Source: an optimization exercise on an open RTL-to-GDS flow (aim: a short achievable clock period and few clock cycles per item). Production flows keep margins and buffers that such runs may drop. In this exercise RTL edits were held to simulation tests only and were not proved equivalent to the original. In every run shown here, the design's own scripts or RTL, not TritonCTS, make the clock network. No driver is modelled on the clock port, so clock power and skew are understated where the tree is cut down; a real chip needs a root buffer or a tree. No activity file was given, so power comes from the tool's default toggle rates.

## flow/config.mk

```make
export PLATFORM = sky130hd
export DESIGN_NAME = primReplayTop
export DESIGN_NICKNAME = primReplayTop
export VERILOG_FILES = /design/flow/design.v
export SDC_FILE = /design/flow/constraint.sdc
export NUM_CORES = 4
export LEC_CHECK = 0
export ABC_CLOCK_PERIOD_IN_PS = 1500
export CAP_MARGIN = 20
export CORE_MARGIN = 2
export CORE_UTILIZATION = 45
export SETUP_SLACK_MARGIN = 2.6
export SLEW_MARGIN = 20
```

## flow/constraint.sdc

```tcl
create_clock -name core_clock -period 5.0 [get_ports {OSC_50_BANK6}]
set_input_delay 1.0000 -clock core_clock [delete_from_list [all_inputs] [get_ports {OSC_50_BANK6}]]
set_output_delay 1.0000 -clock core_clock [all_outputs]
set_load 0.01 [all_outputs]
```

## flow/design.v

```verilog
`timescale 1ns/1ps
package primTypesPkg;
   typedef logic [64-1:0] primWord_t;
   typedef logic [2:0] laneIdx_t;
   typedef logic [5-1:0] fillLevel_t;   
   typedef logic [5-1:0] laneMask_t;     
endpackage
`timescale 1ns/1ps
package ctrlTypesPkg;
   typedef enum logic [1:0] {
      Idle  = 2'd0,
      Hold  = 2'd1,
      Clear = 2'd2,    
      Armed = 2'd3
   } rstPhase_t;
   typedef enum logic [1:0] {
      None = 2'b00,
      Eob  = 2'b10,    
      Sob  = 2'b11     
   } burstMark_t;
endpackage
`timescale 1ns/1ps
module replayController (
   input  logic                    OSC_50_BANK6,
   input  logic                    rstN,
   input  logic                    hostReq,
   input  primTypesPkg::laneIdx_t  hostLane,
   input  primTypesPkg::primWord_t hostData,
   input  logic                    ctrlStart,
   input  logic                    startButtonN,
   input  logic [3:0]              detectorUnderInit,
   input  logic                    clearActive,
   input  primTypesPkg::laneMask_t txDone,      
   output logic                    hostAck,
   output logic                    burst,
   output primTypesPkg::laneMask_t refillIrq,
   output primTypesPkg::laneMask_t polling,
   output logic                    acceptOk,    
   output logic                    stgAcc,      
   output primTypesPkg::laneIdx_t  stgLane,
   output primTypesPkg::primWord_t stgData
);
   logic                    laneOk;
   logic                    room;
   logic                    accept;
   logic                    ackN;        
   primTypesPkg::laneMask_t full;
   primTypesPkg::laneMask_t low;
   primTypesPkg::laneMask_t inc;
   primTypesPkg::fillLevel_t fill [5];
   primTypesPkg::fillLevel_t fillUp [5];
   primTypesPkg::fillLevel_t fillDown [5];
   assign laneOk = (hostLane < 5);
   assign room   = !laneOk || !full[hostLane];    
   assign accept   = hostReq && ackN && !clearActive && room;
   assign acceptOk = accept && laneOk;
   always_ff @(posedge OSC_50_BANK6 or negedge rstN) begin
      if (!rstN) begin
         hostAck <= 1'b0;
      end else if (accept) begin
         hostAck <= 1'b1;
      end else if (!hostReq) begin
         hostAck <= 1'b0;    
      end
   end
   always_ff @(posedge OSC_50_BANK6 or negedge rstN) begin
      if (!rstN) begin
         ackN <= 1'b1;
      end else if (accept) begin
         ackN <= 1'b0;
      end else if (!hostReq) begin
         ackN <= 1'b1;
      end
   end
   always_ff @(posedge OSC_50_BANK6 or negedge rstN) begin
      if (!rstN) begin
         stgAcc <= 1'b0;
      end else begin
         stgAcc <= acceptOk;
      end
   end
   always_ff @(posedge OSC_50_BANK6) begin
      stgLane <= hostLane;
      stgData <= hostData;
   end
   for (genvar i = 0; i < 5; i++) begin : gFill
      assign inc[i]  = stgAcc && (stgLane == primTypesPkg::laneIdx_t'(i));
      assign full[i] = fill[i][5-1];    
      assign low[i]  = !fill[i][4] && !fill[i][3] && !(inc[i] && (&fill[i][2:0]));
      assign fillUp[i]   = fill[i] + primTypesPkg::fillLevel_t'(inc[i]);
      assign fillDown[i] = fillUp[i] - 1'b1;
      always_ff @(posedge OSC_50_BANK6 or negedge rstN) begin
         if (!rstN) begin
            fill[i] <= '0;
         end else if (clearActive) begin
            fill[i] <= '0;
         end else begin
            fill[i] <= txDone[i] ? fillDown[i] : fillUp[i];
         end
      end
   end
   assign burst = ctrlStart | ~startButtonN;    
   always_ff @(posedge OSC_50_BANK6 or negedge rstN) begin
      if (!rstN) begin
         refillIrq <= '0;
         polling   <= '0;
      end else if (burst) begin
         refillIrq <= low;
         polling   <= low;
      end else begin
         refillIrq <= primTypesPkg::laneMask_t'(detectorUnderInit);
         polling   <= '0;
      end
   end
endmodule
`timescale 1ns/1ps
module primLaneBank (
   input  logic                    OSC_50_BANK6,
   input  logic                    rstN,
   input  logic                    clear,      
   input  primTypesPkg::laneMask_t wrEn,       
   input  primTypesPkg::primWord_t wrData,
   input  primTypesPkg::laneMask_t rdEn,       
   output logic [5-1:0][64-1:0] head,
   output primTypesPkg::laneMask_t nonEmptyNext    
);
   for (genvar i = 0; i < 5; i++) begin : gLane
      primTypesPkg::primWord_t  ent [16];
      logic [16:0]     occ;        
      logic [16-1:0]   atTail;     
      logic [16-1:0]   atTail1;    
      for (genvar j = 0; j < 16; j++) begin : gDec
         assign atTail[j]  = wrEn[i] && occ[j];
         assign atTail1[j] = wrEn[i] && occ[j + 1];
      end
      assign nonEmptyNext[i] = !clear && (wrEn[i] || !(occ[0] || occ[1]) || (occ[1] && !rdEn[i]));
      always_ff @(posedge OSC_50_BANK6 or negedge rstN) begin
         if (!rstN) begin
            occ <= (16+1)'(1);
         end else if (clear) begin
            occ <= (16+1)'(1);
         end else begin
            case ({wrEn[i], rdEn[i]})
               2'b10:   occ <= occ << 1;
               2'b01:   occ <= occ >> 1;
               default: occ <= occ;
            endcase
         end
      end
      for (genvar j = 0; j < 16; j++) begin : gEnt
         always_ff @(posedge OSC_50_BANK6) begin
            if (rdEn[i]) begin
               if (atTail1[j]) begin
                  ent[j] <= wrData;
               end else if (j < 16 - 1) begin
                  ent[j] <= ent[(j < 16 - 1) ? j + 1 : j];
               end
            end else if (atTail[j]) begin
               ent[j] <= wrData;
            end
         end
      end
      assign head[i] = ent[0];
   end
endmodule
`timescale 1ns/1ps
module laneDrainArbiter (
   input  logic                    OSC_50_BANK6,
   input  logic                    rstN,
   input  logic                    txReady,
   input  logic                    clearActive,
   input  logic                    clearNext,
   output logic                    txValid,
   output primTypesPkg::primWord_t txData,
   output primTypesPkg::laneIdx_t  txLane,
   output primTypesPkg::laneMask_t txDone,     
   input  logic                    acceptOk,
   input  primTypesPkg::laneIdx_t  hostLane,
   input  primTypesPkg::primWord_t hostData,
   output primTypesPkg::laneMask_t wrEn,
   output primTypesPkg::laneMask_t rdEn,
   input  logic [5-1:0][64-1:0] head,
   input  primTypesPkg::laneMask_t nonEmptyNext
);
   primTypesPkg::laneMask_t selLane;    
   logic      selHost;                  
   logic      nxValid;                  
   primTypesPkg::primWord_t nxData;
   primTypesPkg::laneIdx_t  nxLane;
   logic      vldN;                     
   logic      tCounted;                 
   primTypesPkg::primWord_t tShData;
   primTypesPkg::laneIdx_t  tShLane;
   logic      tFree;
   logic      hold;
   logic      nxLoad;
   logic      ldIfAny;                  
   primTypesPkg::laneMask_t popIfAny;   
   primTypesPkg::laneMask_t popIfReady;    
   logic      ldIfAnyNext;
   primTypesPkg::laneMask_t popIfAnyNext;
   primTypesPkg::laneMask_t popIfReadyNext;
   logic      hostOk;
   logic      tValidNext;
   logic      nxValidNext;
   logic      stgPendNext;
   logic      anyNext;
   primTypesPkg::laneMask_t selLaneNext;
   primTypesPkg::laneMask_t wrEnNext;
   primTypesPkg::primWord_t srcData;
   primTypesPkg::laneIdx_t  srcLane;
   primTypesPkg::primWord_t tIn;
   primTypesPkg::laneIdx_t  tInLane;
   assign tFree  = vldN || txReady;
   assign hold   = !vldN && !txReady;
   assign hostOk = selHost && acceptOk;
   assign nxLoad = ldIfAny || (!clearActive && txReady);
   assign rdEn   = popIfAny | (popIfReady & {5{txReady}});
   assign ldIfAnyNext    = !clearNext && (!nxValidNext || !tValidNext);
   assign popIfAnyNext   = ldIfAnyNext ? selLaneNext : '0;
   assign popIfReadyNext = clearNext ? '0 : selLaneNext;
   always_ff @(posedge OSC_50_BANK6 or negedge rstN) begin
      if (!rstN) begin
         ldIfAny    <= 1'b1;    
         popIfAny   <= '0;
         popIfReady <= '0;
      end else begin
         ldIfAny    <= ldIfAnyNext;
         popIfAny   <= popIfAnyNext;
         popIfReady <= popIfReadyNext;
      end
   end
   assign stgPendNext = acceptOk && !(selHost && nxLoad);
   for (genvar i = 0; i < 5; i++) begin : gLane
      assign wrEnNext[i] = stgPendNext && (hostLane == primTypesPkg::laneIdx_t'(i));
      assign txDone[i]   = !vldN && txReady && tCounted && (tShLane == primTypesPkg::laneIdx_t'(i));
   end
   always_comb begin
      selLaneNext = '0;
      for (int i = 5 - 1; i >= 0; i--) begin
         if (nonEmptyNext[i]) begin
            selLaneNext = primTypesPkg::laneMask_t'(1) << i;
         end
      end
   end
   assign anyNext = |nonEmptyNext;
   always_ff @(posedge OSC_50_BANK6 or negedge rstN) begin
      if (!rstN) begin
         selLane <= '0;
         selHost <= 1'b1;
         wrEn    <= '0;
      end else begin
         selLane <= selLaneNext;
         selHost <= !anyNext;
         wrEn    <= wrEnNext;
      end
   end
   always_comb begin
      srcData = selHost ? hostData : '0;
      srcLane = selHost ? hostLane : '0;
      for (int i = 0; i < 5; i++) begin
         if (selLane[i]) begin
            srcData = srcData | head[i];
            srcLane = srcLane | primTypesPkg::laneIdx_t'(i);
         end
      end
   end
   assign nxValidNext = !clearActive
                        && (nxLoad ? ((|selLane) || (hostOk && !(tFree && !nxValid))) : nxValid);
   always_ff @(posedge OSC_50_BANK6 or negedge rstN) begin
      if (!rstN) begin
         nxValid <= 1'b0;
      end else begin
         nxValid <= nxValidNext;
      end
   end
   always_ff @(posedge OSC_50_BANK6) begin
      if (nxLoad) begin
         nxData <= srcData;
         nxLane <= srcLane;
      end
   end
   assign tValidNext = hold || (!clearActive && (nxValid || hostOk));
   always_ff @(posedge OSC_50_BANK6 or negedge rstN) begin
      if (!rstN) begin
         txValid  <= 1'b0;
         vldN     <= 1'b1;
         tCounted <= 1'b0;
      end else begin
         txValid <= tValidNext;
         vldN    <= !tValidNext;
         if (clearActive) begin
            tCounted <= 1'b0;    
         end else if (tFree) begin
            tCounted <= 1'b1;
         end
      end
   end
   assign tIn     = nxValid ? nxData : hostData;
   assign tInLane = nxValid ? nxLane : hostLane;
   always_ff @(posedge OSC_50_BANK6) begin
      txData <= hold ? tShData : tIn;
      txLane <= hold ? tShLane : tInLane;
   end
   always_ff @(posedge OSC_50_BANK6 or negedge rstN) begin
      if (!rstN) begin
         tShData <= '0;
         tShLane <= '0;
      end else if (!hold) begin
         tShData <= tIn;
         tShLane <= tInLane;
      end
   end
endmodule
`timescale 1ns/1ps
module burstMarkerGen (
   input  logic OSC_50_BANK6,
   input  logic rstN,
   input  logic burst,
   output logic ECRST,
   output logic BCRST,
   output logic syncOut
);
   localparam int CntW = $clog2(4 + 1);
   logic            burstQ;
   logic            burstQN;      
   logic            burstPrev;
   logic [CntW-1:0] markCnt;      
   ctrlTypesPkg::burstMark_t      mark;
   always_ff @(posedge OSC_50_BANK6 or negedge rstN) begin
      if (!rstN) begin
         burstQ    <= 1'b0;
         burstQN   <= 1'b1;
         burstPrev <= 1'b0;
         markCnt   <= '0;
         mark      <= ctrlTypesPkg::None;
      end else begin
         burstQ    <= burst;
         burstQN   <= !burst;
         burstPrev <= !burstQN;
         if (!burstQN != burstPrev) begin    
            mark    <= !burstQN ? ctrlTypesPkg::Sob : ctrlTypesPkg::Eob;
            markCnt <= CntW'(4 - 1);
         end else if (markCnt != '0) begin
            markCnt <= markCnt - 1'b1;
         end else begin
            mark <= ctrlTypesPkg::None;
         end
      end
   end
   assign {ECRST, BCRST} = mark;
   assign syncOut        = burstQ;    
endmodule
`timescale 1ns/1ps
module resetSequencer (
   input  logic OSC_50_BANK6,
   input  logic rstN,
   input  logic rearmCmd,
   output logic clearActive,
   output logic clearNext,      
   output logic sysReady
);
   localparam int CntW = $clog2(650 + 1);
   ctrlTypesPkg::rstPhase_t phase;
   ctrlTypesPkg::rstPhase_t phaseNext;
   logic [CntW-1:0] cycleCnt;    
   logic [CntW-1:0] cycleCntNext;
   always_comb begin
      phaseNext    = phase;
      cycleCntNext = cycleCnt;
      case (phase)
         ctrlTypesPkg::Idle: begin
            cycleCntNext = '0;
            phaseNext    = ctrlTypesPkg::Hold;
         end
         ctrlTypesPkg::Hold: begin
            if (cycleCnt < CntW'(200)) begin
               cycleCntNext = cycleCnt + 1'b1;
            end else begin
               phaseNext = ctrlTypesPkg::Clear;
            end
         end
         ctrlTypesPkg::Clear: begin
            if (cycleCnt < CntW'(650)) begin
               cycleCntNext = cycleCnt + 1'b1;
            end else begin
               phaseNext = ctrlTypesPkg::Armed;
            end
         end
         default: begin    
            if (rearmCmd) begin
               phaseNext = ctrlTypesPkg::Idle;
            end
         end
      endcase
   end
   assign clearNext = (phaseNext == ctrlTypesPkg::Clear);
   always_ff @(posedge OSC_50_BANK6 or negedge rstN) begin
      if (!rstN) begin
         phase       <= ctrlTypesPkg::Idle;
         cycleCnt    <= '0;
         clearActive <= 1'b0;
         sysReady    <= 1'b0;
      end else begin
         phase       <= phaseNext;
         cycleCnt    <= cycleCntNext;
         clearActive <= clearNext;
         sysReady    <= (phaseNext == ctrlTypesPkg::Armed);
      end
   end
endmodule
`timescale 1ns/1ps
module primReplayTop (
   input  logic                    OSC_50_BANK6,
   input  logic                    rstN,
   input  logic                    hostReq,
   input  primTypesPkg::laneIdx_t  hostLane,
   input  primTypesPkg::primWord_t hostData,
   input  logic                    ctrlStart,
   input  logic                    startButtonN,
   input  logic                    rearmCmd,
   input  logic [3:0]              detectorUnderInit,
   input  logic                    txReady,
   output logic                    hostAck,
   output logic                    txValid,
   output primTypesPkg::primWord_t txData,
   output primTypesPkg::laneIdx_t  txLane,
   output primTypesPkg::laneMask_t refillIrq,
   output primTypesPkg::laneMask_t polling,
   output logic                    ECRST,
   output logic                    BCRST,
   output logic                    syncOut,
   output logic                    sysReady
);
   logic burst;
   logic clearActive;    
   logic clearNext;
   logic                                   acceptOk;
   logic                                   stgAcc;
   primTypesPkg::laneIdx_t                 stgLane;
   primTypesPkg::primWord_t                stgData;
   primTypesPkg::laneMask_t                txDone;
   primTypesPkg::laneMask_t                wrEn;
   primTypesPkg::laneMask_t                rdEn;
   logic [5-1:0][64-1:0] head;
   primTypesPkg::laneMask_t                nonEmptyNext;
   resetSequencer resetSeq0 (
      .OSC_50_BANK6 (OSC_50_BANK6),
      .rstN         (rstN),
      .rearmCmd     (rearmCmd),
      .clearActive  (clearActive),
      .clearNext    (clearNext),
      .sysReady     (sysReady)
   );
   replayController controller0 (
      .OSC_50_BANK6      (OSC_50_BANK6),
      .rstN              (rstN),
      .hostReq           (hostReq),
      .hostLane          (hostLane),
      .hostData          (hostData),
      .ctrlStart         (ctrlStart),
      .startButtonN      (startButtonN),
      .detectorUnderInit (detectorUnderInit),
      .clearActive       (clearActive),
      .txDone            (txDone),
      .hostAck           (hostAck),
      .burst             (burst),
      .refillIrq         (refillIrq),
      .polling           (polling),
      .acceptOk          (acceptOk),
      .stgAcc            (stgAcc),
      .stgLane           (stgLane),
      .stgData           (stgData)
   );
   primLaneBank laneBank0 (
      .OSC_50_BANK6 (OSC_50_BANK6),
      .rstN         (rstN),
      .clear        (clearActive),
      .wrEn         (wrEn),
      .wrData       (stgData),
      .rdEn         (rdEn),
      .head         (head),
      .nonEmptyNext (nonEmptyNext)
   );
   laneDrainArbiter drainArb0 (
      .OSC_50_BANK6 (OSC_50_BANK6),
      .rstN         (rstN),
      .txReady      (txReady),
      .clearActive  (clearActive),
      .clearNext    (clearNext),
      .txValid      (txValid),
      .txData       (txData),
      .txLane       (txLane),
      .txDone       (txDone),
      .acceptOk     (acceptOk),
      .hostLane     (hostLane),
      .hostData     (hostData),
      .wrEn         (wrEn),
      .rdEn         (rdEn),
      .head         (head),
      .nonEmptyNext (nonEmptyNext)
   );
   burstMarkerGen markerGen0 (
      .OSC_50_BANK6 (OSC_50_BANK6),
      .rstN         (rstN),
      .burst        (burst),
      .ECRST        (ECRST),
      .BCRST        (BCRST),
      .syncOut      (syncOut)
   );
endmodule
```

## flow/flow/run.sh

```bash
#!/bin/bash
# The standard layout, with the clock tree built by pre_cts.tcl instead of
# TritonCTS, and the port buffers made buf_8 cells from the start (instead of
# the smallest buffer, which repair then has to grow). make's output goes to
# make_finish.log here; each ORFS step keeps its own log under orfs/logs.
set -euo pipefail
work=$(pwd)
bash standard.sh PRE_CTS_TCL="$work/flow/pre_cts.tcl" \
  BUFFER_PORTS_ARGS="-buffer_cell sky130_fd_sc_hd__buf_8" finish > "$work/make_finish.log" 2>&1
```

## flow/flow/clock_plan.py

```python
#!/usr/bin/env python3
"""Plan a clock tree bottom-up for pre_cts.tcl.

Usage: clock_plan.py sinks.txt plan.txt SPEC
sinks.txt holds 'index x y' lines (um). SPEC is a comma list of cell:fanout from the
leaf level up; the last level is the single root driver. Each level splits the loads
below it (sinks, or the drivers of the level below) into groups of near equal size by
recursive cuts across the longer side of their bounding box, and places a driver at
each group's centroid."""
import math
import sys


def bisect(pts, ids, k):
    if k <= 1:
        return [ids]
    xs = [pts[i][0] for i in ids]
    ys = [pts[i][1] for i in ids]
    axis = 0 if (max(xs) - min(xs)) >= (max(ys) - min(ys)) else 1
    order = sorted(ids, key=lambda i: pts[i][axis])
    k1 = k // 2
    n1 = int(round(len(ids) * k1 / k))
    return bisect(pts, order[:n1], k1) + bisect(pts, order[n1:], k - k1)


LEAF_SPAN = 140.0  # um: leaf groups wider than this (width plus height) are cut again


def narrow(pts, groups):
    out = []
    for g in groups:
        xs = [pts[i][0] for i in g]
        ys = [pts[i][1] for i in g]
        if len(g) > 1 and (max(xs) - min(xs)) + (max(ys) - min(ys)) > LEAF_SPAN:
            out += narrow(pts, bisect(pts, g, 2))
        else:
            out.append(g)
    return out


def main():
    ids, pts = [], []
    for line in open(sys.argv[1]):
        i, x, y = line.split()
        ids.append(i)
        pts.append((float(x), float(y)))
    spec = [(c, int(f)) for c, f in (s.split(":") for s in sys.argv[3].split(","))]
    weight = [1.0] * len(pts)
    below = [("sink", i) for i in ids]
    out = []
    for lvl, (cell, cap) in enumerate(spec):
        n = len(pts)
        k = 1 if lvl == len(spec) - 1 else max(1, math.ceil(n / cap))
        groups = bisect(pts, list(range(n)), k)
        if lvl == 0:
            groups = narrow(pts, groups)
        cen, wts = [], []
        for gi, g in enumerate(groups):
            w = sum(weight[m] for m in g)
            cx = sum(pts[m][0] * weight[m] for m in g) / w
            cy = sum(pts[m][1] * weight[m] for m in g) / w
            cen.append((cx, cy))
            wts.append(w)
            out.append(f"drv {lvl} {gi} {cell} {cx:.2f} {cy:.2f}")
            for m in g:
                out.append(f"load {lvl} {gi} {below[m][0]} {below[m][1]}")
        sizes = [len(g) for g in groups]
        print(f"level {lvl} {cell}: {len(groups)} drivers, fanout {min(sizes)}-{max(sizes)}")
        pts, weight = cen, wts
        below = [(f"L{lvl}", gi) for gi in range(len(groups))]
    with open(sys.argv[2], "w") as f:
        f.write("\n".join(out) + "\n")


main()
```

## flow/flow/pre_cts.tcl

```tcl
# Sourced by ORFS's cts.tcl before clock tree synthesis (PRE_CTS_TCL). Replaces
# TritonCTS's tree with a shallower one: clkbuf_16 leaf drivers over groups of
# flip-flops, fed by four levels of clkinv_16 (an even count, so the flip-flops
# see the clock's own polarity). Every flip-flop is the same number of cells from
# the clock port, and the groups at each level are of near equal size and placed
# at their loads' centroid, so the tree stays balanced.
set ::mycts_dir [file dirname [file normalize [info script]]]
set ::mycts_spec "clkbuf_16:20,clkinv_8:5,clkinv_16:5,clkinv_16:4,clkinv_16:0"

# Put each reset flip-flop that drives an output port (through its port buffer)
# next to that buffer, so the register-to-port paths are short. The detailed
# placement that follows in cts.tcl legalizes the moved cells.
proc pull_port_registers { } {
  set block [ord::get_db_block]
  set moved 0
  foreach bt [$block getBTerms] {
    if { [$bt getIoType] ne "OUTPUT" } { continue }
    set net [$bt getNet]
    if { $net eq "NULL" } { continue }
    set buf ""
    foreach it [$net getITerms] {
      if { [$it isOutputSignal] } { set buf [$it getInst] }
    }
    if { $buf eq "" } { continue }
    set in_net ""
    foreach it [$buf getITerms] {
      if { [$it isInputSignal] } { set in_net [$it getNet] }
    }
    if { $in_net eq "" || $in_net eq "NULL" } { continue }
    set reg ""
    foreach it [$in_net getITerms] {
      if { [$it isOutputSignal] } { set reg [$it getInst] }
    }
    if { $reg eq "" || ![[$reg getMaster] isSequential] } { continue }
    # Only the small control registers: the data registers' inputs come
    # from wide multiplexers that are better left where placement put them
    if { ![string match *dfrtp* [[$reg getMaster] getName]] } { continue }
    set bb [$buf getBBox]
    set w [[$reg getMaster] getWidth]
    set bx [$bb xMin]
    set by [$bb yMin]
    set core [$block getCoreArea]
    if { $bx - $w >= [$core xMin] } { set x [expr {$bx - $w}] } else { set x [$bb xMax] }
    $reg setLocation $x $by
    incr moved
  }
  puts "moved $moved port registers next to their port buffers"
}

proc my_clock_tree { args } {
  pull_port_registers
  set db [ord::get_db]
  set block [ord::get_db_block]
  set clk_src [lindex [get_property [lindex [all_clocks] 0] sources] 0]
  set clk_net [$block findNet [get_full_name $clk_src]]
  set dbu [$block getDbUnitsPerMicron]
  set tmp [file join $::env(RESULTS_DIR) clock_sinks.txt]
  set plan [file join $::env(RESULTS_DIR) clock_plan.txt]
  set f [open $tmp w]
  set sinks {}
  foreach it [$clk_net getITerms] {
    set inst [$it getInst]
    set box [$inst getBBox]
    set x [expr {([$box xMin] + [$box xMax]) / 2.0 / $dbu}]
    set y [expr {([$box yMin] + [$box yMax]) / 2.0 / $dbu}]
    puts $f "[llength $sinks] $x $y"
    lappend sinks $it
  }
  close $f
  puts [exec python3 [file join $::mycts_dir clock_plan.py] $tmp $plan $::mycts_spec]
  foreach it $sinks { $it disconnect }
  set pf [open $plan r]
  set lines [split [read $pf] "\n"]
  close $pf
  set nlev 0
  foreach line $lines {
    if { [lindex $line 0] ne "drv" } { continue }
    lassign $line kind lvl gi cell x y
    set master [$db findMaster sky130_fd_sc_hd__$cell]
    set name "clktree_l${lvl}_${gi}"
    set inst [odb::dbInst_create $block $master $name]
    $inst setLocation [expr {int($x * $dbu)}] [expr {int($y * $dbu)}]
    $inst setPlacementStatus PLACED
    set out [odb::dbNet_create $block "${name}_net"]
    $out setSigType CLOCK
    set opin [expr {[string match *inv* $cell] ? "Y" : "X"}]
    [$inst findITerm $opin] connect $out
    set drv_net($lvl,$gi) $out
    set drv_in($lvl,$gi) [$inst findITerm A]
    if { $lvl + 1 > $nlev } { set nlev [expr {$lvl + 1}] }
  }
  foreach line $lines {
    if { [lindex $line 0] ne "load" } { continue }
    lassign $line kind lvl gi what id
    if { $what eq "sink" } {
      [lindex $sinks $id] connect $drv_net($lvl,$gi)
    } else {
      $drv_in([string range $what 1 end],$id) connect $drv_net($lvl,$gi)
    }
  }
  $drv_in([expr {$nlev - 1}],0) connect $clk_net
  $clk_net setSigType CLOCK
  global_connect
  set_propagated_clock [all_clocks]
  puts "clock tree: $nlev levels, [llength $sinks] sinks"
}

rename clock_tree_synthesis tritoncts_clock_tree_synthesis
proc clock_tree_synthesis { args } { my_clock_tree }
```

## flow/standard.sh

```bash
#!/bin/bash
# synth_recipe.tcl (not shown) runs the flow's synth.tcl, then flattens the netlist and writes it again
# the make line also repeats each setting of config.mk as NAME=value (left out here)
make -C /OpenROAD-flow-scripts/flow DESIGN_CONFIG=/design/flow/config.mk WORK_HOME=/design/flow/orfs CLKGATE_MAP_FILE= SYNTH_SCRIPT=/design/flow/synth_recipe.tcl "${@:-finish}"
```

==> impl_metrics.sql, run 1 <==
INSERT INTO impl_metrics (metric_group, metric, value, unit) VALUES
('placement', 'post-place-cells', '25200', ''),
('worst_setup_path', 'depth_of_the_most_critical_reg_to_reg_path', '3', ''),
('power_and_ir_drop', 'power.static_leakage', '79.6', 'nW'),
('worst_setup_path', 'worstPathMaxFanout', '28', ''),
('yosys', 'synth-warning-count', '13', ''),
('hold_path', 'hp-class', 'in2async', ''),
('die', 'floorplan.core_area', '449000', 'sq um'),
('sta', 'finalSetupViolations', '0', ''),
('yosys', 'ys_top_cells_by_area', 'sky130_fd_sc_hd__dfxtp_1 (45%), sky130_fd_sc_hd__o22ai_1 (14%), sky130_fd_sc_hd__edfxtp_1 (10%)', ''),
('worst_setup_path', 'ff2ff_setup_slack', '2.34', 'ns'),
('placement', 'dp_hpwl', '444', 'mm'),
('final_layout', 'post_route_cells_drive_above_1_share', '9.50', '%'),
('outcome', 'status', 'finished clean', ''),
('yosys', 'synth_seq_cells', '5558', ''),
('worst_setup_path', 'cp_num_buf_inv', '1', ''),
('yosys', 'portion_of_the_post_synthesis_area_used_by_sequential_elements', '58.8', '%'),
('yosys', 'number_of_enable_flip_flop_cells_after_synthesis', '707', ''),
('grt', 'track_usage', '30.8', '%'),
('yosys', 'syn_inst', '21000', ''),
('sta', 'finalWorstPathRequiredPeriod', '2.66', 'ns'),
('placement', 'gp_congestion', '0.917', ''),
('power_and_ir_drop', 'internal_power', '88.7', 'mW'),
('sta', 'fin_worst_skew', '0.0759', 'ns'),
('die', 'num_io_pins', '161', ''),
('drt', 'drtPass1Iterations', '8', ''),
('yosys', 'post_synth_instance_area', '203000', 'sq um'),
('yosys', 'synth.largest_area_cell', 'sky130_fd_sc_hd__dfxtp_1', ''),
('worst_setup_path', 'slowest_stage_cell_crit_path', 'sky130_fd_sc_hd__nand3_1', ''),
('power_and_ir_drop', 'pd_cells', '622', 'nW/um^2'),
('drt', 'detail_route.iter0.violations', '25500', ''),
('power_and_ir_drop', 'power.clock.fraction', '19.4', '%'),
('sta', 'transition_at_the_pin_with_the_smallest_max_transition_slack', '1.31', 'ns'),
('grt', 'wire_length_of_the_first_global_routing_pass', '1080', 'mm'),
('worst_setup_path', 'crit_path_start_kind', 'flip-flop', ''),
('yosys', 'synth_cell_types', '68', ''),
('placement', 'buffer_ports.inserted', '160', ''),
('final_layout', 'area_growth_syn_to_layout', '7.66', '%'),
('power_and_ir_drop', 'pwr-share-seq', '55.8', '%'),
('sta', 'fmax', '375', 'MHz'),
('worst_setup_path', 'crit_path_start', 'drainArb0.selHost', ''),
('yosys', 'synth.avg_cell_area', '9.67', 'sq um'),
('power_and_ir_drop', 'switching_share', '34.9', '%'),
('worst_setup_path', 'critPathCapture', 'drainArb0.nxData[31]', ''),
('worst_setup_path', 'worst_ep_arrival_time', '2.99', 'ns'),
('drt', 'avgRoutedWirePerCell', '29.2', 'um'),
('grt', 'grt_overflow', '0', ''),
('die', 'design.die.area', '457000', 'sq um'),
('power_and_ir_drop', 'share_comb_of_total_power', '24.8', '%'),
('sta', 'count_of_pins_over_their_slew_limit', '0', ''),
('die', 'row_count', '246', ''),
('sta', 'hold_viol_final', '0', ''),
('yosys', 'syn-num-nets', '21100', ''),
('drt', 'final_antenna_violating_net_count', '0', ''),
('sta', 'final_worst_path_period_share', '53.3', '%'),
('grt', 'grt_max_degree', '250', ''),
('grt', 'grt_antenna_before_repair', '42', ''),
('drt', 'drc', '0', ''),
('worst_setup_path', 'critical_path_depth', '3', ''),
('worst_setup_path', 'critical_path.reg2reg.startpoint', 'drainArb0.selHost', ''),
('clock_network', 'path_clk_slew', '0.08', 'ns'),
('sta', 'unrepaired_setup_endpoints_after_global_routing', 'true', ''),
('yosys', 'post-synth-top-area-fraction', '45.4', '%'),
('final_layout', 'layout.cells.non_filler', '25700', ''),
('grt', 'grt_pass1_vias', '150000', ''),
('final_layout', 'postLayoutCellArea', '219000', 'sq um'),
('sta', 'max_slew_margin', '12.6', '%'),
('yosys', 'synth_async_sr_flop_share', '4.26', '%'),
('drt', 'per_cell_via_count_in_the_routed_design', '6.68', ''),
('worst_setup_path', 'capture_point_of_the_worst_reg_to_reg_path', 'drainArb0.nxData[31]', ''),
('die', 'start_util', '45.2', '%'),
('drt', 'via_count', '172000', '');
[cell usage in the layout (no fill, tap or decap), drive strengths merged, types with 7 or more instances in the layout]
master and count:
diode 29, a22oi 192, a21oi 188, clkinv 135, nand2 760, nand3 89, a31oi 2762, buf 699
ha 23, a211oi 13, o22ai 4480, mux2i 102, a21o 17, xor2 14, nor2 3457, edfxtp 707
o21ai 351, a311oi 39, clkbuf 282, xnor2 21, dfstp 10, inv 36, dfrtp 227, or2 29
dfxtp 4614, nor4 7, o31ai 7, nor3 18, mux2 321, nand2b 41, and3 52
[repair_timing]
item / 4_1_cts / 5_1_grt
gates resized for setup: 141 / 117
gates cloned: 15 / 16
hold buffers: 0 / 0
pin swaps: 13 / 5
buffers inserted: 32 / 54
setup endpoints to repair: 4803 / 2732
[how the worst min path moves through the flow]
stage | startpoint | endpoint | slack, ns
2_1_floorplan | markerGen0.burstQN | markerGen0.burstPrev | 0.43
3_3_place_gp | laneBank0.gLane[1].ent[7][56] | laneBank0.gLane[1].ent[6][56] | 0.47
3_5_place_dp | laneBank0.gLane[0].ent[8][33] | laneBank0.gLane[0].ent[7][33] | 0.48
4_1_cts | rstN | laneBank0.gLane[2].occ[15] | 0.14
5_1_grt | rstN | laneBank0.gLane[2].occ[15] | 0.19
6_report | rstN | laneBank0.gLane[2].occ[15] | 0.15
[cell usage after synthesis (all sizes together), types with 52 or more instances]
cell / instances
dfxtp: 4614
o22ai: 4480
nor2: 3457
a31oi: 2762
clkbuf: 1399
buf: 959
nand2: 754
edfxtp: 707
o21ai: 350
mux2: 321
dfrtp: 227
a22oi: 192
a21oi: 184
mux2i: 102
inv: 96
nand3: 89
and3: 52
[stage by stage]
step	hold slack [ns]	total power, mW	setup slack, ns
final	0.145	136	2.34
after global routing	0.186	142	2.47
after detailed placement	0.479	109	1.05
after floorplan	0.427	95.5	2.53
after global placement	0.469	107	1.11
after CTS	0.141	135	2.34
[power by group through the flow]
| stage | combinational (mW) | sequential (mW) | clock [mW] |
|---|---|---|---|
| global placement | 31.6 | 75.9 | 0 |
| CTS | 33.1 | 75.2 | 26.6 |
| floorplan | 25.5 | 70.0 | 0 |
| finish | 33.8 | 76.0 | 26.5 |
| global route | 37.1 | 77.2 | 28.1 |
| detailed placement | 32.7 | 76.2 | 0 |
[logic make-up (layout without fill, tap and decap cells)]
| family | after synthesis | after routing | synth area share (%) |
|---|---|---|---|
| AOI/OAI and AO/OA | 8070 | 8078 | 24.8 |
| DFF | 5558 | 5558 | 58.8 |
| and+or+nand+nor | 4464 | 4483 | 8.60 |
| buffers and inverters | 2457 | 1154 | 5.27 |
| muxes | 423 | 423 | 2.28 |
| xor gates and xnor gates | 35 | 35 | 0.151 |
| adders and majority gates | 23 | 23 | 0.142 |
| other | 0 | 29 | 0 |
[routing by layer]
layer | wire (um) | track usage [%] | part of all wire [%] | vias to the layer above
met2 | 305000 | 42.2 | 41 | 9725
met3 | 78900 | 5.86 | 10 | 1667
met4 | 43600 | 15.2 | 5.8 | 26
li1 | - | - | - | 76500
met1 | 324000 | 45.9 | 43 | 84000
met5 | 162 | 0 | 0.022 | -
[cell type report]
class / instances / area [sq um]
Fill cell: 40900 / 230000
Sequential cell: 5558 / 120000
Multi-Input combinational cell: 13000 / 74900
Timing Repair Buffer: 705 / 7940
Tap cell: 5952 / 7450
Buffer: 278 / 6960
Inverter: 171 / 1900
Antenna cell: 29 / 72.6
[worst register-to-register path, cell delays in order, from the launching register on]
cell and delay (ns):
sky130_fd_sc_hd__dfstp_2 0.57, sky130_fd_sc_hd__buf_4 0.40, sky130_fd_sc_hd__a22oi_2 0.58, sky130_fd_sc_hd__nand3_1 0.65
[state kept, by name, summed over array words and instances (netlist names), 4 cells and up]
name                   count
controller0.stgData       64
laneBank0.gLane.ent     5120
controller0.polling        4
drainArb0.popIfReady       5
controller0.refillIrq      5
drainArb0.selLane          5
drainArb0.tShData         64
drainArb0.nxData          64
drainArb0.popIfAny         5
drainArb0.txData          64
controller0.fill          25
resetSeq0.cycleCnt        10
drainArb0.wrEn             5
laneBank0.gLane.occ       85
Testbench counts, summed over its fixed seeds: cycles 23,760, items 9,584.
==> run 2, diff against run 1 <==
--- a/flow/design.v
+++ b/flow/design.v
@@ -184,25 +184,29 @@
 );
    primTypesPkg::laneMask_t selLane;    
    logic      selHost;                  
-   logic      nxValid;                  
-   primTypesPkg::primWord_t nxData;
-   primTypesPkg::laneIdx_t  nxLane;
+   logic      take;                     
+   primTypesPkg::laneMask_t popLane;    
+   logic      b0Valid;                  
+   primTypesPkg::primWord_t b0Data;
+   primTypesPkg::laneIdx_t  b0Lane;
+   logic      b1Valid;
+   primTypesPkg::primWord_t b1Data;
+   primTypesPkg::laneIdx_t  b1Lane;
    logic      vldN;                     
    logic      tCounted;                 
    primTypesPkg::primWord_t tShData;
    primTypesPkg::laneIdx_t  tShLane;
    logic      tFree;
    logic      hold;
-   logic      nxLoad;
-   logic      ldIfAny;                  
-   primTypesPkg::laneMask_t popIfAny;   
-   primTypesPkg::laneMask_t popIfReady;    
-   logic      ldIfAnyNext;
-   primTypesPkg::laneMask_t popIfAnyNext;
-   primTypesPkg::laneMask_t popIfReadyNext;
    logic      hostOk;
+   logic      tFromB0;                  
+   logic      bypass;                   
+   logic      incoming;                 
+   logic      srcValid;
    logic      tValidNext;
-   logic      nxValidNext;
+   logic      b0ValidNext;
+   logic      b1ValidNext;
+   logic      takeNext;
    logic      stgPendNext;
    logic      anyNext;
    primTypesPkg::laneMask_t selLaneNext;
@@ -211,26 +215,15 @@
    primTypesPkg::laneIdx_t  srcLane;
    primTypesPkg::primWord_t tIn;
    primTypesPkg::laneIdx_t  tInLane;
-   assign tFree  = vldN || txReady;
-   assign hold   = !vldN && !txReady;
-   assign hostOk = selHost && acceptOk;
-   assign nxLoad = ldIfAny || (!clearActive && txReady);
-   assign rdEn   = popIfAny | (popIfReady & {5{txReady}});
-   assign ldIfAnyNext    = !clearNext && (!nxValidNext || !tValidNext);
-   assign popIfAnyNext   = ldIfAnyNext ? selLaneNext : '0;
-   assign popIfReadyNext = clearNext ? '0 : selLaneNext;
-   always_ff @(posedge OSC_50_BANK6 or negedge rstN) begin
-      if (!rstN) begin
-         ldIfAny    <= 1'b1;    
-         popIfAny   <= '0;
-         popIfReady <= '0;
-      end else begin
-         ldIfAny    <= ldIfAnyNext;
-         popIfAny   <= popIfAnyNext;
-         popIfReady <= popIfReadyNext;
-      end
-   end
-   assign stgPendNext = acceptOk && !(selHost && nxLoad);
+   assign tFree    = vldN || txReady;
+   assign hold     = !vldN && !txReady;
+   assign hostOk   = selHost && acceptOk;
+   assign srcValid = (|selLane) || hostOk;
+   assign tFromB0  = !clearActive && tFree && b0Valid;
+   assign bypass   = take && hostOk && !b0Valid && tFree;
+   assign incoming = take && srcValid && !bypass;
+   assign rdEn = popLane;
+   assign stgPendNext = acceptOk && !(selHost && take);
    for (genvar i = 0; i < 5; i++) begin : gLane
       assign wrEnNext[i] = stgPendNext && (hostLane == primTypesPkg::laneIdx_t'(i));
       assign txDone[i]   = !vldN && txReady && tCounted && (tShLane == primTypesPkg::laneIdx_t'(i));
@@ -244,15 +237,26 @@
       end
    end
    assign anyNext = |nonEmptyNext;
+   assign b0ValidNext = !clearActive && (tFromB0 ? (b1Valid || incoming) : (b0Valid || incoming));
+   assign b1ValidNext = !clearActive && (tFromB0 ? (b1Valid && incoming) : (b1Valid || (b0Valid && incoming)));
+   assign takeNext    = !b1ValidNext && !clearNext;
    always_ff @(posedge OSC_50_BANK6 or negedge rstN) begin
       if (!rstN) begin
          selLane <= '0;
          selHost <= 1'b1;
          wrEn    <= '0;
+         take    <= 1'b1;
+         popLane <= '0;
+         b0Valid <= 1'b0;
+         b1Valid <= 1'b0;
       end else begin
          selLane <= selLaneNext;
          selHost <= !anyNext;
          wrEn    <= wrEnNext;
+         take    <= takeNext;
+         popLane <= takeNext ? selLaneNext : '0;
+         b0Valid <= b0ValidNext;
+         b1Valid <= b1ValidNext;
       end
    end
    always_comb begin
@@ -265,22 +269,20 @@
          end
       end
    end
-   assign nxValidNext = !clearActive
-                        && (nxLoad ? ((|selLane) || (hostOk && !(tFree && !nxValid))) : nxValid);
-   always_ff @(posedge OSC_50_BANK6 or negedge rstN) begin
-      if (!rstN) begin
-         nxValid <= 1'b0;
-      end else begin
-         nxValid <= nxValidNext;
-      end
-   end
    always_ff @(posedge OSC_50_BANK6) begin
-      if (nxLoad) begin
-         nxData <= srcData;
-         nxLane <= srcLane;
+      if (tFromB0) begin
+         b0Data <= b1Valid ? b1Data : srcData;
+         b0Lane <= b1Valid ? b1Lane : srcLane;
+      end else if (!b0Valid) begin
+         b0Data <= srcData;
+         b0Lane <= srcLane;
+      end
+      if (tFromB0 ? !b1Valid : (b0Valid && !b1Valid)) begin
+         b1Data <= srcData;
+         b1Lane <= srcLane;
       end
    end
-   assign tValidNext = hold || (!clearActive && (nxValid || hostOk));
+   assign tValidNext = hold || (!clearActive && (b0Valid || bypass));
    always_ff @(posedge OSC_50_BANK6 or negedge rstN) begin
       if (!rstN) begin
          txValid  <= 1'b0;
@@ -296,8 +298,8 @@
          end
       end
    end
-   assign tIn     = nxValid ? nxData : hostData;
-   assign tInLane = nxValid ? nxLane : hostLane;
+   assign tIn     = b0Valid ? b0Data : hostData;
+   assign tInLane = b0Valid ? b0Lane : hostLane;
    always_ff @(posedge OSC_50_BANK6) begin
       txData <= hold ? tShData : tIn;
       txLane <= hold ? tShLane : tInLane;
==> impl_metrics.sql, run 2 <==
INSERT INTO impl_metrics (metric_group, metric, value, unit) VALUES
('grt', 'grt_overflow', '0', ''),
('final_layout', 'highest_count_cells_in_the_layout_ignoring_fill_and_taps', 'sky130_fd_sc_hd__nor3_1 (7174), sky130_fd_sc_hd__dfxtp_1 (4549), sky130_fd_sc_hd__mux2i_1 (3466)', ''),
('placement', 'gp_congestion', '0.873', ''),
('die', 'floorplan.core_area', '521000', 'sq um'),
('power_and_ir_drop', 'switching_share', '33.0', '%'),
('drt', 'avgRoutedWirePerCell', '26.2', 'um'),
('power_and_ir_drop', 'vdd_ir_drop_max', '462', 'uV'),
('yosys', 'post-synth-top-area-fraction', '39.2', '%'),
('power_and_ir_drop', 'power.static_leakage', '109', 'nW'),
('final_layout', 'top_register', 'laneBank0.gLane.ent', ''),
('worst_setup_path', 'type_of_the_worst_setup_path', 'reg2reg', ''),
('yosys', 'synth.avg_cell_area', '9.54', 'sq um'),
('yosys', 'ys_top_cells_by_area', 'sky130_fd_sc_hd__dfxtp_1 (39%), sky130_fd_sc_hd__nor3_1 (15%), sky130_fd_sc_hd__mux2i_1 (15%)', ''),
('worst_setup_path', 'worst_ep_arrival_time', '3.15', 'ns'),
('drt', 'per_cell_via_count_in_the_routed_design', '6.04', ''),
('sta', 'finalSetupViolations', '0', ''),
('yosys', 'synth.top_cells.by_count', 'sky130_fd_sc_hd__nor3_1 (7176), sky130_fd_sc_hd__dfxtp_1 (4614), sky130_fd_sc_hd__mux2i_1 (3496)', ''),
('sta', 'setup_slack_after_layout', '2.48', 'ns'),
('die', 'chipWidth', '727', 'um'),
('sta', 'fin_worst_skew', '0.0526', 'ns'),
('sta', 'finalWorstPathRequiredPeriod', '2.52', 'ns'),
('worst_setup_path', 'slowest_stage_cell_crit_path', 'sky130_fd_sc_hd__nor3_1', ''),
('drt', 'drc', '0', ''),
('yosys', 'synth_cell_types', '69', ''),
('drt', 'detail_route.iter0.violations', '22400', ''),
('die', 'dieHeight', '727', 'um'),
('worst_setup_path', 'worstPathMaxFanout', '50', ''),
('worst_setup_path', 'worst_setup_path_end_kind', 'flip-flop', ''),
('power_and_ir_drop', 'share_comb_of_total_power', '24.1', '%'),
('power_and_ir_drop', 'pwr-share-seq', '54.0', '%'),
('power_and_ir_drop', 'pd_cells', '485', 'nW/um^2'),
('drt', 'via_count', '182000', ''),
('sta', 'fmax', '397', 'MHz'),
('worst_setup_path', 'crit_path_cell_trace', 'buf_4, and2_4, buf_12, nor3_1, nor3_1', ''),
('yosys', 'synth.largest_area_cell', 'sky130_fd_sc_hd__dfxtp_1', ''),
('final_layout', 'largestRegisters', 'laneBank0.gLane.ent (5120), laneBank0.gLane.occ (85)', ''),
('drt', 'drtPass1Iterations', '6', ''),
('grt', 'track_usage', '27.8', '%'),
('yosys', 'post_synth_instance_area', '236000', 'sq um'),
('final_layout', 'post-route-util', '48.8', '%'),
('outcome', 'status', 'finished clean', ''),
('yosys', 'number_of_enable_flip_flop_cells_after_synthesis', '774', ''),
('die', 'start_util', '45.2', '%'),
('yosys', 'syn_inst', '24700', ''),
('hold_path', 'hp-class', 'in2async', ''),
('final_layout', 'layout.cells.most_common', 'sky130_fd_sc_hd__nor3_1', ''),
('clock_network', 'clk-insertion-delay-late', '0.81', 'ns'),
('final_layout', 'largest_reg_flops', '5120', ''),
('final_layout', 'post_route_cells_drive_above_1_share', '9.70', '%'),
('sta', 'final_worst_path_period_share', '50.4', '%'),
('yosys', 'portion_of_the_post_synthesis_area_used_by_sequential_elements', '51.6', '%'),
('yosys', 'synth_flop_type', 'sky130_fd_sc_hd__dfxtp_1', ''),
('die', 'row_count', '265', ''),
('placement', 'dp_hpwl', '435', 'mm'),
('placement', 'buffer_ports.inserted', '160', ''),
('worst_setup_path', 'slowest_delay', '0.67', 'ns'),
('grt', 'grt_antenna_before_repair', '22', ''),
('clock_network', 'path_clk_slew', '0.09', 'ns'),
('yosys', 'synth-warning-count', '13', ''),
('yosys', 'synth_seq_cells', '5621', ''),
('yosys', 'yosysMostFrequentCell', 'sky130_fd_sc_hd__nor3_1', ''),
('grt', 'grt_pass1_vias', '165000', ''),
('sta', 'count_of_pins_over_their_slew_limit', '0', ''),
('grt', 'wire_length_of_the_first_global_routing_pass', '1140', 'mm'),
('worst_setup_path', 'worstPathRequired', '5.64', 'ns'),
('die', 'design.die.area', '529000', 'sq um'),
('sta', 'setup_tns', '0', 'ns'),
('power_and_ir_drop', 'power.clock.fraction', '22.0', '%'),
('yosys', 'syn-num-nets', '24800', ''),
('power_and_ir_drop', 'p_switching', '40.7', 'mW'),
('power_and_ir_drop', 'internal_power', '82.5', 'mW'),
('drt', 'routed_wire_length', '790', 'mm'),
('yosys', 'synth_async_sr_flop_share', '4.15', '%'),
('final_layout', 'n_fill_cell', '48000', ''),
('worst_setup_path', 'crit_path_start_kind', 'flip-flop', ''),
('die', 'num_io_pins', '161', ''),
('sta', 'hold_viol_final', '0', ''),
('sta', 'unrepaired_setup_endpoints_after_global_routing', 'true', ''),
('grt', 'grt_max_degree', '237', ''),
('sta', 'max_slew_margin', '16.8', '%'),
('final_layout', 'nNetsFinal', '23300', ''),
('placement', 'post-place-ws', '1.42', 'ns'),
('worst_setup_path', 'crit_path_frequent_cell', 'sky130_fd_sc_hd__nor3_1', ''),
('drt', 'final_antenna_violating_net_count', '0', ''),
('sta', 'transition_at_the_pin_with_the_smallest_max_transition_slack', '1.25', 'ns'),
('flow_run', 'cap_violations', '0', ''),
('final_layout', 'area_growth_syn_to_layout', '7.93', '%');
[run 2: cell count changes after synthesis, sizes merged, moves of 144 or more]
cell / delta
o22ai: -4476
clkbuf: +215
o21ai: -223
mux2: +393
nor2: -524
mux2i: +3395
nor3: +7158
nand2: -553
a211oi: +565
a31oi: -2747
and3: +144
[run 2: worst max-delay path: cells and delay by family (launching register included)]
family | cells | cell delay, ns
buffers and inverters | 2 | 0.57
DFF | 1 | 0.64
and+or+nand+nor | 3 | 1.09
[run 2: layer usage]
layer | part of all wire [%] | up-vias | track usage (%)
li1 | - | 84400 | -
met1 | 44 | 88200 | 40.3
met2 | 43 | 8006 | 41.5
met3 | 8.5 | 1421 | 3.85
met4 | 4.9 | 10 | 11.1
met5 | 0.0091 | - | 0.0726
[run 2: timing repair]
item	CTS	global route
resized for setup	234	146
hold buffers	0	0
gates cloned	97	55
endpoints found under the hold margin	0	0
endpoints found under the setup margin	5330	2081
pin swaps	40	18
setup buffers	82	76
[run 2: kinds of logic (layout without fill, tap and decap cells)]
kind of cell	count (synthesis)	in the layout	synth area share, %
simple gates	10800	10900	21.5
flops	5621	5621	51.6
mux	4211	4211	18.3
buf+inv	2731	1087	4.75
compound gates	1261	1262	3.62
xor+xnor	39	39	0.145
fa+ha+maj	23	23	0.122
other cells	0	10	0
[run 2: power groups by stage]
| stage | combinational, mW | clock, mW | sequential, mW |
|---|---|---|---|
| floorplan | 20.6 | 0 | 64.1 |
| global placement | 26.9 | 0 | 67.1 |
| detailed placement | 27.6 | 0 | 67.4 |
| CTS | 28.9 | 27.5 | 66.3 |
| global route | 32.2 | 29.0 | 67.6 |
| finish | 29.7 | 27.1 | 66.5 |
[run 2: final timing paths]
path                            cells past startpoint                            end                from  slack [ns]
worst max-delay path                                5  laneBank0.gLane[0].ent[3][37]   drainArb0.wrEn[0]        2.48
worst min-delay path                                1     laneBank0.gLane[3].occ[11]                rstN        0.17
worst max register to register                      5  laneBank0.gLane[0].ent[3][37]   drainArb0.wrEn[0]        2.48
worst min register to register                      1           markerGen0.burstPrev  markerGen0.burstQN        0.45
max in group asynchronous                           2              drainArb0.b0Valid                rstN        3.64
min in group core_clock                             1        controller0.stgData[15]        hostData[15]        0.31
[run 2: cell type report]
cell class / count / area [sq um] / share of cell area, %
Sequential cell: 5621 / 122000 / 47.9
Multi-Input combinational cell: 16500 / 106000 / 41.6
Timing Repair Buffer: 698 / 9410 / 3.70
Tap cell: 6942 / 8690 / 3.42
Buffer: 283 / 7080 / 2.79
Inverter: 106 / 1610 / 0.632
Antenna cell: 10 / 25.0 / 0.00984
[run 2: metrics by stage]
stage / power, mW / std cells / hold WS (ns) / area, sq um
6_report: 123 / 30100 / 0.166 / 254000
5_1_grt: 129 / 30100 / 0.157 / 254000
4_1_cts: 123 / 30000 / 0.162 / 252000
3_5_place_dp: 95.0 / 29400 / 0.437 / 240000
3_3_place_gp: 94.0 / 29400 / 0.434 / 240000
2_1_floorplan: 84.7 / 24700 / 0.427 / 236000
Testbench counts of run 2, summed over its fixed seeds: cycles 23,760, items 9,584.

-- re-timing with driven ports --
In the flow no input, the clock included, has a driving cell. The finished layouts below were timed again as built, in two steps.
Step 1 assumes that a clkbuf_16 drives the clock port and a buf_2 every other input.
Step 2 adds t to the input delays and takes it off the output delays; t is the mean of the earliest and latest rising clock arrival at the registers after step 1. Input paths then give back, and output paths get back, about the clock's delay inside the block.
a / b / c = ideal / step 1 / step 2; a / b = the first two.
run	t (ns)	slack for setup (ns)	worst hold slack (ns)	worst setup path at the end	cell pins on the clock port's net
run 1	0.932	2.335 / 2.335 / 1.713	0.145 / 0.041 / 0.470	input to register	1
run 2	0.943	2.482 / 2.482 / 2.095	0.166 / 0.055 / 0.453	input to register	1
After both steps setup and hold are still met in every run listed. The setup slack of run 1, which loses most, moves by 0.000 ns with the drivers and by -0.622 ns with both steps.
